Context: an optimization exercise on an open-source flow, tuned for small area, a short achievable clock period and few clock cycles per item. The choices shown serve that exercise and are no tape-out recipe. At most, simulation tests tie the RTL to the original design; equivalence was not proved. Power is estimated from default activity; no workload was simulated.

## tlv_stream_parser_top
module tlv_stream_parser_top #(
	parameter int MAX_DEPTH = 8
) (
	input  wire         clk,
	input  wire         arst_n,
	input  wire         in_valid,
	output logic        in_stall,
	input  wire  [7:0]  data_byte,
	input  wire         pdu_last,
	output logic        out_valid,
	input  wire         out_stall,
	output logic [1:0]  byte_role,
	output logic        header_done,
	output logic [15:0] tag,
	output logic [31:0] value_length,
	output logic        constructed,
	output logic [3:0]  depth,
	output logic [3:0]  levels_closed,
	output logic [2:0]  status,
	output logic        pdu_done
);
Size in the first run: roughly 1900 cells after synthesis, about 420 flip-flops.
clock: 8.5 ns
lec_check: 0
cap_margin: 20
core_margin: 2
core_utilization: 40
slew_margin: 20
standard.sh (not shown) runs the stock make flow with config.mk's settings and CLKGATE_MAP_FILE= SYNTH_SCRIPT=/design/flow/synth_recipe.tcl, a recipe that flattens the netlist after the stock synthesis.
==> flow/flow/run.sh <==
#!/bin/bash
# The standard layout (standard synthesis, floorplan, placement, CTS, routing), with two
# changes:
#  - the port buffers that global placement adds are buf_2 cells rather than the clock-delay
#    buffers buffer_ports picks on its own (every port still gets its buffer);
#  - clock tree synthesis clusters up to 16 flip-flops within 45 um per leaf buffer (a clkbuf_8)
#    and adds no
#    dummy loads.
# The make output goes to standard.log in this folder; ORFS keeps each step's log under orfs/logs.
set -euo pipefail
# timing repair aims for 5.15 ns of setup slack at the 8.5 ns clock (the clock is unchanged)
export SETUP_SLACK_MARGIN=5.15
export BUFFER_PORTS_ARGS="-buffer_cell sky130_fd_sc_hd__buf_2"
export CTS_ARGS="-sink_clustering_enable -repair_clock_nets -dont_use_dummy_load -sink_clustering_size 16 -sink_clustering_max_diameter 45 -sink_clustering_buffer sky130_fd_sc_hd__clkbuf_8"
bash standard.sh > standard.log 2>&1
The starting point passed the timing, design-rule and antenna checks.
Next try:
==> flow/flow/run.sh (replaced) <==
#!/bin/bash
# The standard layout (standard synthesis, floorplan, placement, CTS, routing), with two
# changes:
#  - the port buffers that global placement adds are buf_2 cells rather than the clock-delay
#    buffers buffer_ports picks on its own (every port still gets its buffer);
#  - clock tree synthesis clusters up to 32 flip-flops within 75 um per leaf buffer and adds no
#    dummy loads.
# The make output goes to standard.log in this folder; ORFS keeps each step's log under orfs/logs.
set -euo pipefail
export BUFFER_PORTS_ARGS="-buffer_cell sky130_fd_sc_hd__buf_2"
export CTS_ARGS="-sink_clustering_enable -repair_clock_nets -dont_use_dummy_load -sink_clustering_size 32 -sink_clustering_max_diameter 75"
bash standard.sh > standard.log 2>&1
- SETUP_SLACK_MARGIN: unset -> 5
Routed wire length went down by 2.2%.
Core utilization went down by 1.2 points.
Design area went down by 2.5%.
Maximum frequency went up by 0.62%.
Total power went down by 2.7%.
Next try:
--- a/flow/flow/run.sh
+++ b/flow/flow/run.sh
@@ -6 +6,2 @@
-#  - clock tree synthesis clusters up to 32 flip-flops within 75 um per leaf buffer and adds no
+#  - clock tree synthesis clusters up to 16 flip-flops within 45 um per leaf buffer (a clkbuf_8)
+#    and adds no
@@ -11 +12 @@
-export CTS_ARGS="-sink_clustering_enable -repair_clock_nets -dont_use_dummy_load -sink_clustering_size 32 -sink_clustering_max_diameter 75"
+export CTS_ARGS="-sink_clustering_enable -repair_clock_nets -dont_use_dummy_load -sink_clustering_size 16 -sink_clustering_max_diameter 45 -sink_clustering_buffer sky130_fd_sc_hd__clkbuf_8"
- The changed run completed with no timing, DRC or antenna violations
- area after synthesis is unchanged
- final cell count is higher by 0.62%
- first-iteration DRC count is higher by 5.9%
- die area does not change
- setup slack is worse by 27 ps
- core utilization is lower by 0.13 points
- combinational power is lower by about 3%
- clock-buffer cell count is higher by 25
- via count is higher by 1.3%
- register-to-register slack is worse by 30 ps
Next try:
- PLACE_DENSITY: unset -> 0.7
The new run passed the timing, design-rule and antenna checks.
Critical path depth goes up by 2.
Global-route usage is lower by 1.2 points.
Via count went up slightly.
Area after synthesis is unchanged.
Worst setup slack gets worse by 100 ps.
Next try:
--- a/flow/flow/run.sh
+++ b/flow/flow/run.sh
@@ -6,2 +6 @@
-#  - clock tree synthesis clusters up to 16 flip-flops within 45 um per leaf buffer (a clkbuf_8)
-#    and adds no
+#  - clock tree synthesis clusters up to 24 flip-flops within 60 um per leaf buffer and adds no
@@ -12 +11 @@
-export CTS_ARGS="-sink_clustering_enable -repair_clock_nets -dont_use_dummy_load -sink_clustering_size 16 -sink_clustering_max_diameter 45 -sink_clustering_buffer sky130_fd_sc_hd__clkbuf_8"
+export CTS_ARGS="-sink_clustering_enable -repair_clock_nets -dont_use_dummy_load -sink_clustering_size 24 -sink_clustering_max_diameter 60"
- PLACE_DENSITY: 0.7 -> unset
- setup slack gets better by 97 ps
- count of clock-buffer cells in the layout fell by 8
- die area is unchanged
Function was not checked in any run of this note: the RTL went through the layout flow alone.


== run A ==
Another version of the RTL of tlv_stream_parser_top (not shown whole).
Size in the first run: roughly 79 I/O pins, about 22000 um2 of cells after synthesis.
Design tlv_stream_parser_top, start of the top module:
module tlv_stream_parser_top #(
	parameter int MAX_DEPTH = 8
) (
	input  wire         clk,
	input  wire         arst_n,
	input  wire         in_valid,
	output logic        in_stall,
	input  wire  [7:0]  data_byte,
	input  wire         pdu_last,
	output logic        out_valid,
	input  wire         out_stall,
	output logic [1:0]  byte_role,
	output logic        header_done,
	output logic [15:0] tag,
	output logic [31:0] value_length,
	output logic        constructed,
	output logic [3:0]  depth,
	output logic [3:0]  levels_closed,
	output logic [2:0]  status,
	output logic        pdu_done
);
==> flow/config.mk <==
export PLATFORM = sky130hd
export DESIGN_NAME = tlv_stream_parser_top
export DESIGN_NICKNAME = tlv_stream_parser_top
export VERILOG_FILES = /design/flow/design.v
export SDC_FILE = /design/flow/constraint.sdc
export NUM_CORES = 4
export LEC_CHECK = 0
export CAP_MARGIN = 20
export CORE_MARGIN = 2
export CORE_UTILIZATION = 40
export SLEW_MARGIN = 20
==> flow/constraint.sdc <==
create_clock -name core_clock -period 8.5 [get_ports {clk}]
set_input_delay 1.7000 -clock core_clock [delete_from_list [all_inputs] [get_ports {clk}]]
set_output_delay 1.7000 -clock core_clock [all_outputs]
set_load 0.01 [all_outputs]
==> flow/flow/run.sh <==
#!/bin/bash
# The standard layout (standard synthesis, floorplan, placement, CTS, routing), with two
# changes:
#  - the port buffers that global placement adds are buf_2 cells rather than the clock-delay
#    buffers buffer_ports picks on its own (every port still gets its buffer);
#  - clock tree synthesis clusters up to 32 flip-flops within 75 um per leaf buffer and adds no
#    dummy loads.
# The make output goes to standard.log in this folder; ORFS keeps each step's log under orfs/logs.
set -euo pipefail
# timing repair aims for 5.15 ns of setup slack at the 8.5 ns clock (the clock is unchanged)
export SETUP_SLACK_MARGIN=5.15
export BUFFER_PORTS_ARGS="-buffer_cell sky130_fd_sc_hd__buf_2"
export CTS_ARGS="-sink_clustering_enable -repair_clock_nets -dont_use_dummy_load -sink_clustering_size 32 -sink_clustering_max_diameter 75"
bash standard.sh > standard.log 2>&1
The flow did not stop early for run A: all stages ran, and the layout cleared the timing, design-rule and antenna checks.
Testbench counts of run A, summed over its fixed seeds: cycles 34,023, items 34,007.
Inputs modified between run A and run B:
- setting SETUP_SLACK_MARGIN to 5 for the first time
==> flow/flow/run.sh <==
#!/bin/bash
# The standard layout (standard synthesis, floorplan, placement, CTS, routing), with two
# changes:
#  - the port buffers that global placement adds are buf_2 cells rather than the clock-delay
#    buffers buffer_ports picks on its own (every port still gets its buffer);
#  - clock tree synthesis clusters up to 16 flip-flops within 45 um per leaf buffer (a clkbuf_8)
#    and adds no
#    dummy loads.
# The make output goes to standard.log in this folder; ORFS keeps each step's log under orfs/logs.
set -euo pipefail
export BUFFER_PORTS_ARGS="-buffer_cell sky130_fd_sc_hd__buf_2"
export CTS_ARGS="-sink_clustering_enable -repair_clock_nets -dont_use_dummy_load -sink_clustering_size 16 -sink_clustering_max_diameter 45 -sink_clustering_buffer sky130_fd_sc_hd__clkbuf_8"
bash standard.sh > standard.log 2>&1
==> summary.txt <==
- Run B reports its worst setup path startpoint as len_q[16]$_DFFE_PP_ while run A reports len_q[10]$_DFFE_PP_.
- On sequential power, run A tracks run B almost exactly.
- Run A: PASS, flow complete, no timing, DRC or antenna violations
- The final layout from run B, which completed every stage, passed the timing, design-rule and antenna checks at the end of the flow.
- From run A to run B the numbers moved as follows: part of the power in the clock network climbed 1.6 points, sum of routed wire segments on met1 dropped 2.7%, cell area dropped about 3%, power after layout dropped about 2.3%.
## Diff of input files: run C against run B
==> flow/flow/run.sh <==
#!/bin/bash
# The standard layout (standard synthesis, floorplan, placement, CTS, routing), with two
# changes:
#  - the port buffers that global placement adds are buf_2 cells rather than the clock-delay
#    buffers buffer_ports picks on its own (every port still gets its buffer);
#  - clock tree synthesis clusters up to 32 flip-flops within 75 um per leaf buffer and adds no
#    dummy loads.
# The make output goes to standard.log in this folder; ORFS keeps each step's log under orfs/logs.
set -euo pipefail
export BUFFER_PORTS_ARGS="-buffer_cell sky130_fd_sc_hd__buf_2"
export CTS_ARGS="-sink_clustering_enable -repair_clock_nets -dont_use_dummy_load -sink_clustering_size 32 -sink_clustering_max_diameter 75"
bash standard.sh > standard.log 2>&1
[summary]
Compared run B against run C; total number of sequential cells within noise. NOTE: total power in run C falls short of that of run B. Compared with run B, run C shows a final area that is 320 um2 lower. Compared with run B, in run C clock latency at the later pin of the worst-skew pair now larger; sequential power share now larger; core utilization now smaller. Compared run C against run B; highest clock frequency the design can meet within noise. When the final numbers for run B and run C were put side by side, the global-route wire length before repair turned out to be smaller in run C. Run comparison: run B standard cell with the maximum stage delay on the critical path or4_4; run C standard cell with the maximum stage delay on the critical path or4_1. Summary of run C over run B: sequential power about even, shortest clock period the worst path allows after layout fell 4.8 ps, global routing usage on met3 fell 0.50 points.
[inputs] run D vs run C
- swapping 20 for 5 in SLEW_MARGIN
- swapping 20 for 5 in CAP_MARGIN
- Run D finished end to end and its layout was clean on timing, DRC and antenna.
- Side by side, number of buffers outside the clock class in the layout turned out higher in run D than in run C.
- Of run C and run D, the run reporting the lower peak supply drop was run D.
- Changes observed in run D relative to run C: combinational share of power went up 0.2 points, detailed-route wire length held, global-route wire length before repair went up 300 um, worst hold slack held.
- Layout-stage area growth over the synthesis result for run D is higher than for run C.
- Looking at run C and run D, the design internal power is a wash.
- Final critical delay including setup and external delays in run D vs run C: up 41 ps
- Final worst slack on run D is behind run C.


tlv_stream_parser_top, a different RTL version from the one above (not shown whole).
Size: about 79 I/O pins.
## tlv_stream_parser_top
module tlv_stream_parser_top #(
	parameter int MAX_DEPTH = 8
) (
	input  wire         clk,
	input  wire         arst_n,
	input  wire         in_valid,
	output logic        in_stall,
	input  wire  [7:0]  data_byte,
	input  wire         pdu_last,
	output logic        out_valid,
	input  wire         out_stall,
	output logic [1:0]  byte_role,
	output logic        header_done,
	output logic [15:0] tag,
	output logic [31:0] value_length,
	output logic        constructed,
	output logic [3:0]  depth,
	output logic [3:0]  levels_closed,
	output logic [2:0]  status,
	output logic        pdu_done
);
clock: 8.5 ns
lec_check: 0
abc_clock_period_in_ps: 3500
cap_margin: 20
core_margin: 2
core_utilization: 40
setup_slack_margin: 4.5
slew_margin: 20
run.sh (not shown) runs the stock make flow with config.mk's settings and CLKGATE_MAP_FILE= SYNTH_SCRIPT=/design/flow/synth_recipe.tcl, a recipe that flattens the netlist after the stock synthesis.
Stock flow here: none of the scripts above is used.
Next try:
Settings changed: ABC_CLOCK_PERIOD_IN_PS 3500 to not set, SETUP_SLACK_MARGIN 4.5 to not set.
The changed run went through all stages and came out clean.
Die area is unchanged.
Cell area falls by 2.7%.
Sequential power hardly moves.
No functional check of the RTL was part of any run of this note.


The RTL this note starts from:
==> flow/design.v <==
`default_nettype none
package tlvsp_pkg;
	localparam logic [2:0] PH_TAG1  = 3'd0;
	localparam logic [2:0] PH_TAG2  = 3'd1;
	localparam logic [2:0] PH_LEN1  = 3'd2;
	localparam logic [2:0] PH_LENX  = 3'd3;
	localparam logic [2:0] PH_VALUE = 3'd4;
	localparam logic [2:0] PH_ERR   = 3'd5;
	localparam logic [2:0] ST_OK      = 3'd0;
	localparam logic [2:0] ST_TRUNC   = 3'd1;
	localparam logic [2:0] ST_OVERRUN = 3'd2;
	localparam logic [2:0] ST_EMPTY   = 3'd3;
	localparam logic [2:0] ST_DEEP    = 3'd4;
	localparam logic [1:0] ROLE_TAG   = 2'd0;
	localparam logic [1:0] ROLE_LEN   = 2'd1;
	localparam logic [1:0] ROLE_VALUE = 2'd2;
	localparam logic [1:0] ROLE_IGN   = 2'd3;
	localparam logic [7:0]  LEN_ESC16   = 8'hFE;
	localparam logic [7:0]  LEN_ESC32   = 8'hFF;
	localparam logic [31:0] POS_SAT     = 32'hFFFF_FFFF;
	typedef struct packed {
		logic        push;
		logic        pop;
		logic        clear;
		logic [31:0] next_pos;
		logic [31:0] elem_end;
	} stk_ctl_t;
	typedef struct packed {
		logic top_eq;   
		logic end_gt;   
	} stk_stat_t;
	typedef struct packed {
		logic [1:0]  byte_role;
		logic        header_done;
		logic [15:0] tag;
		logic [31:0] value_length;
		logic        constructed;
		logic [3:0]  depth;
		logic [3:0]  levels_closed;
		logic [2:0]  status;
		logic        pdu_done;
	} result_t;
endpackage
`default_nettype wire
`default_nettype none
import tlvsp_pkg::*;
module tlv_stream_parser_top #(
	parameter int MAX_DEPTH = 8
) (
	input  wire         clk,
	input  wire         arst_n,
	input  wire         in_valid,
	output logic        in_stall,
	input  wire  [7:0]  data_byte,
	input  wire         pdu_last,
	output logic        out_valid,
	input  wire         out_stall,
	output logic [1:0]  byte_role,
	output logic        header_done,
	output logic [15:0] tag,
	output logic [31:0] value_length,
	output logic        constructed,
	output logic [3:0]  depth,
	output logic [3:0]  levels_closed,
	output logic [2:0]  status,
	output logic        pdu_done
);
	localparam int NE = MAX_DEPTH;   
	logic       v1_q, v2_q, adv;
	logic [7:0] b;
	logic       last;
	assign adv      = v1_q && (!v2_q || !out_stall);
	assign in_stall = v1_q && v2_q && out_stall;
	always_ff @(posedge clk or negedge arst_n) begin
		if (!arst_n) begin
			v1_q <= 1'b0;
			v2_q <= 1'b0;
		end else begin
			if (in_valid && !in_stall) v1_q <= 1'b1;
			else if (adv)              v1_q <= 1'b0;
			if (adv)                   v2_q <= 1'b1;
			else if (!out_stall)       v2_q <= 1'b0;
		end
	end
	always_ff @(posedge clk) begin
		if (!in_stall) begin
			b    <= data_byte;
			last <= pdu_last;
		end
	end
	logic        ph_tag1, ph_tag2, ph_len1, ph_lenx, ph_value, ph_err;
	logic [15:0] tag_q;
	logic [31:0] len_q;     
	logic [1:0]  cnt_q;     
	logic        vsat_q;
	logic [2:0]  err_q;     
	logic [3:0]  sp_q;      
	logic [31:0] room_q;
	logic [3:0]  tcnt_q;
	logic [3:0]  ne_q;
	logic [31:0] arr_d [NE];
	logic [2:0]  arr_c [NE];
	logic [1:0]  o_role;
	logic        o_hd;
	logic [3:0]  o_depth;
	logic [3:0]  o_lc;
	logic        o_last;
	logic        esc, complete, len0, cons, top_sat, top_eq;
	logic [31:0] lv, lv_m1, room_dec;
	logic        hi_gt, hi_eq, gt_raw, ge_raw, gt;
	logic [2:0]  err_new, err_fin;
	logic        push, push_new, closing, pop, trunc;
	logic [3:0]  close_cnt;
	logic [31:0] arr_top_d;
	logic [2:0]  arr_top_c;
	assign esc      = (b[7:1] == 7'h7F);
	assign complete = (ph_len1 && !esc) || (ph_lenx && cnt_q == 2'd0);
	assign lv       = {len_q[23:0], b};
	assign len0     = (len_q[23:0] == 24'd0) && (b == 8'd0);
	assign cons     = tag_q[15] ? tag_q[14] : tag_q[6];
	assign top_sat  = (ne_q == 4'd1);
	assign top_eq   = (room_q == 32'd0) && (tcnt_q != 4'd0);
	assign hi_gt  = len_q[23:0] > room_q[31:8];
	assign hi_eq  = len_q[23:0] == room_q[31:8];
	assign gt_raw = hi_gt || (hi_eq && b > room_q[7:0]);
	assign ge_raw = hi_gt || (hi_eq && b >= room_q[7:0]);
	assign gt     = gt_raw && !top_sat;
	assign room_dec = (room_q == 32'd0) ? 32'd0 : room_q - 32'd1;
	assign lv_m1    = (b != 8'd0) ? {len_q[23:0], b - 8'd1} : {len_q[23:0] - 24'd1, 8'hFF};
	always_comb begin
		err_new = ST_OK;
		if (complete) begin
			if (gt)                         err_new = ST_OVERRUN;
			else if (cons && len0)          err_new = ST_EMPTY;
			else if (cons && sp_q[3])       err_new = ST_DEEP;
		end else if (!ph_value && top_eq) begin
			err_new = ST_OVERRUN;
		end
	end
	assign push      = complete && !gt && cons && !len0 && !sp_q[3];
	assign push_new  = push && !ge_raw;
	assign closing   = (ph_value && (vsat_q ? room_q == 32'd0 : len_q == 32'd1)) ||
	                   (complete && !gt && !cons && len0);
	assign pop       = closing && top_eq;
	assign close_cnt = top_eq ? tcnt_q : 4'd0;
	assign trunc     = last && !(closing && sp_q == close_cnt);
	assign err_fin   = (err_new != ST_OK) ? err_new : (trunc ? ST_TRUNC : ST_OK);
	always_comb begin
		arr_top_d = arr_d[0];
		arr_top_c = arr_c[0];
		for (int i = 1; i < NE; i++) begin
			if (ne_q == 4'(i + 2)) begin
				arr_top_d = arr_d[i];
				arr_top_c = arr_c[i];
			end
		end
	end
	always_ff @(posedge clk or negedge arst_n) begin
		if (!arst_n) begin
			ph_tag1  <= 1'b1;
			ph_tag2  <= 1'b0;
			ph_len1  <= 1'b0;
			ph_lenx  <= 1'b0;
			ph_value <= 1'b0;
			ph_err   <= 1'b0;
			sp_q     <= 4'd0;
			room_q   <= 32'hFFFF_FFFE;
			tcnt_q   <= 4'd0;
			ne_q     <= 4'd1;
		end else if (adv) begin
			if (last) begin
				ph_tag1  <= 1'b1;
				ph_tag2  <= 1'b0;
				ph_len1  <= 1'b0;
				ph_lenx  <= 1'b0;
				ph_value <= 1'b0;
				ph_err   <= 1'b0;
				sp_q     <= 4'd0;
				room_q   <= 32'hFFFF_FFFE;
				tcnt_q   <= 4'd0;
				ne_q     <= 4'd1;
			end else if (ph_err) begin
				room_q <= room_dec;
			end else begin
				if (err_new != ST_OK) begin
					ph_tag1  <= 1'b0;
					ph_tag2  <= 1'b0;
					ph_len1  <= 1'b0;
					ph_lenx  <= 1'b0;
					ph_value <= 1'b0;
					ph_err   <= 1'b1;
				end else begin
					ph_tag1  <= push || closing;
					ph_tag2  <= ph_tag1 && b[7];
					ph_len1  <= (ph_tag1 && !b[7]) || ph_tag2;
					ph_lenx  <= (ph_len1 && esc) || (ph_lenx && !complete);
					ph_value <= (complete && !push && !closing) || (ph_value && !closing);
				end
				if (push) begin
					sp_q <= sp_q + 4'd1;
				end else if (closing) begin
					sp_q <= sp_q - close_cnt;
				end
				if (push_new) begin
					room_q <= lv_m1;
					tcnt_q <= 4'd1;
					ne_q   <= ne_q + 4'd1;
				end else if (pop && !top_sat) begin
					room_q <= arr_top_d;
					tcnt_q <= {1'b0, arr_top_c};
					ne_q   <= ne_q - 4'd1;
				end else begin
					room_q <= room_dec;
					if (push)     tcnt_q <= tcnt_q + 4'd1;
					else if (pop) tcnt_q <= 4'd0;
				end
			end
		end
	end
	always_ff @(posedge clk) begin
		if (adv) begin
			if (ph_tag1) begin
				tag_q <= b[7] ? {b, 8'd0} : {8'd0, b};
			end else if (ph_tag2) begin
				tag_q[7:0] <= b;
			end
			if (ph_value)
				len_q <= len_q - 32'd1;
			else if (ph_tag1 || ph_tag2 || (ph_len1 && esc))
				len_q <= 32'd0;
			else
				len_q <= lv;
			if (!ph_value) vsat_q <= gt_raw;
			cnt_q  <= ph_len1 ? (b[0] ? 2'd3 : 2'd1) : cnt_q - 2'd1;
			err_q  <= ph_err ? err_q : err_fin;
			o_role  <= ph_err ? ROLE_IGN : (ph_tag1 || ph_tag2) ? ROLE_TAG :
			           (ph_len1 || ph_lenx) ? ROLE_LEN : ROLE_VALUE;
			o_hd    <= !ph_err && complete;
			o_depth <= ph_err ? 4'd0 : sp_q;
			o_lc    <= (!ph_err && closing && err_fin == ST_OK) ? close_cnt + 4'd1 : 4'd0;
			o_last  <= last;
		end
		for (int i = 0; i < NE; i++) begin
			if (ne_q == 4'(i + 1)) begin
				arr_d[i] <= room_q + ~lv;
				arr_c[i] <= tcnt_q[2:0];
			end
		end
	end
	assign out_valid     = v2_q;
	assign byte_role     = o_role;
	assign header_done   = o_hd;
	assign tag           = o_hd ? tag_q : 16'd0;
	assign value_length  = o_hd ? len_q : 32'd0;
	assign constructed   = o_hd && cons;
	assign depth         = o_depth;
	assign levels_closed = o_lc;
	assign status        = err_q;
	assign pdu_done      = o_last;
endmodule
`default_nettype wire
==> flow/config.mk <==
export PLATFORM = sky130hd
export DESIGN_NAME = tlv_stream_parser_top
export DESIGN_NICKNAME = tlv_stream_parser_top
export VERILOG_FILES = /design/flow/design.v
export SDC_FILE = /design/flow/constraint.sdc
export NUM_CORES = 4
export LEC_CHECK = 0
export CAP_MARGIN = 20
export CORE_MARGIN = 2
export CORE_UTILIZATION = 40
export SETUP_SLACK_MARGIN = 5
export SLEW_MARGIN = 20
==> flow/constraint.sdc <==
create_clock -name core_clock -period 8.5 [get_ports {clk}]
set_input_delay 1.7000 -clock core_clock [delete_from_list [all_inputs] [get_ports {clk}]]
set_output_delay 1.7000 -clock core_clock [all_outputs]
set_load 0.01 [all_outputs]
The starting point finished with timing, DRC and antenna clean.
Edit:
Settings changed: ABC_CLOCK_PERIOD_IN_PS set to 3500, SETUP_SLACK_MARGIN 5 to 4.5.
=> The changed run passed the timing, design-rule and antenna checks; synthesized area stays the same; synthesized cell count is unchanged; clock power grows by roughly a tenth; wire length shrinks by a few percent; final area shrinks by a few percent; maximum frequency shrinks by a few percent; die area stays the same; sequential power barely changes.
Edit:
Settings changed: ABC_CLOCK_PERIOD_IN_PS 3500 to unset, CTS_BUF_LIST set to sky130_fd_sc_hd__clkbuf_4 sky130_fd_sc_hd__clkbuf_8, SETUP_SLACK_MARGIN 4.5 to 5.
What happened: Setup slack improves by 0.20 ns. Total power grows slightly. Routed wire length is higher by a little under a tenth. Final cell count is higher by a few percent.
Edit:
==> flow/flow/run.sh (new file) <==
#!/bin/bash
# The standard layout (standard synthesis, floorplan, placement, CTS, routing), with one
# change: the port buffers that global placement adds are buf_2 cells rather than the
# clock-delay buffers buffer_ports picks on its own. Every port still gets its buffer.
# The make output goes to standard.log in this folder; ORFS keeps each step's log under orfs/logs.
set -euo pipefail
export BUFFER_PORTS_ARGS="-buffer_cell sky130_fd_sc_hd__buf_2"
bash standard.sh > standard.log 2>&1
==> flow/standard.sh (new file) <==
#!/bin/bash
# synth_recipe.tcl (not shown) runs the flow's synth.tcl, then flattens the netlist and writes it again
# the make line also repeats each setting of config.mk as NAME=value (left out here)
make -C /OpenROAD-flow-scripts/flow DESIGN_CONFIG=/design/flow/config.mk WORK_HOME=/design/flow/orfs CLKGATE_MAP_FILE= SYNTH_SCRIPT=/design/flow/synth_recipe.tcl "${@:-finish}"
Settings changed: CTS_BUF_LIST sky130_fd_sc_hd__clkbuf_4 sky130_fd_sc_hd__clkbuf_8 to unset.
removed: flow/run.sh
The new run finished with timing, DRC and antenna clean; synthesized area is unchanged; setup slack got worse by 0.012 ns; total power drops by 1.5%; die area stays the same; sequential cell count stays the same; global-route usage drops by 0.14 points; combinational power drops by about 3%.
No run of this note included a check of the RTL's function; only the layout flow was run.

[re-timing with driven ports]
How much do the figures lean on ideal ports? The routed layouts below were timed once more, with nothing changed but the port constraints. Step 1: set_driving_cell puts a clkbuf_16 on clk and a buf_2 on each other input, an assumption about the parent block. Step 2 moves the port delays by t, midway between the first and last clock arrival at a register: inputs arrive t later, outputs are due t later. That takes back most of the time a late clock gives input paths. a / b / c = no drivers / after step 1 / after step 2; a / b = the first two.
run | t (ns) | setup slack, ns | worst register clock-pin slew, ns | pins driven straight from the clock port
the first run of note 1 | 0.589 | 5.012 / 5.012 / 5.012 | 0.10 / 0.10 | 1
the second run of note 1 | 0.629 | 5.033 / 5.020 / 4.714 | 0.12 / 0.12 | 1
the third run of note 1 | 0.613 | 5.006 / 5.006 / 4.672 | 0.10 / 0.10 | 1
the fourth run of note 1 | 0.567 | 4.902 / 4.902 / 4.658 | 0.10 / 0.10 | 1
the fifth run of note 1 | 0.609 | 4.999 / 4.999 / 4.660 | 0.09 / 0.09 | 1
run A | 0.625 | 5.149 / 5.093 / 4.641 | 0.12 / 0.12 | 1
run B | 0.596 | 5.048 / 5.048 / 4.493 | 0.10 / 0.10 | 1
run C | 0.631 | 5.053 / 5.053 / 4.481 | 0.11 / 0.11 | 1
run D | 0.619 | 5.013 / 5.013 / 4.525 | 0.11 / 0.11 | 1
the first run of note 3 | 0.659 | 4.566 / 4.566 / 4.267 | 0.07 / 0.07 | 1
the second run of note 3 | 0.637 | 3.404 / 3.404 / 3.404 | 0.06 / 0.06 | 1
the first run of note 4 | 0.655 | 4.796 / 4.756 / 4.366 | 0.07 / 0.07 | 1
the second run of note 4 | 0.639 | 4.595 / 4.565 / 4.215 | 0.06 / 0.06 | 1
the third run of note 4 | 0.728 | 4.795 / 4.756 / 4.399 | 0.07 / 0.07 | 1
the fourth run of note 4 | 0.650 | 4.783 / 4.749 / 4.456 | 0.07 / 0.07 | 1
After both steps every run listed still meets setup and hold. For run C, which loses most, drivers alone change the setup slack by 0.000 ns; drivers and shift together by -0.572 ns.
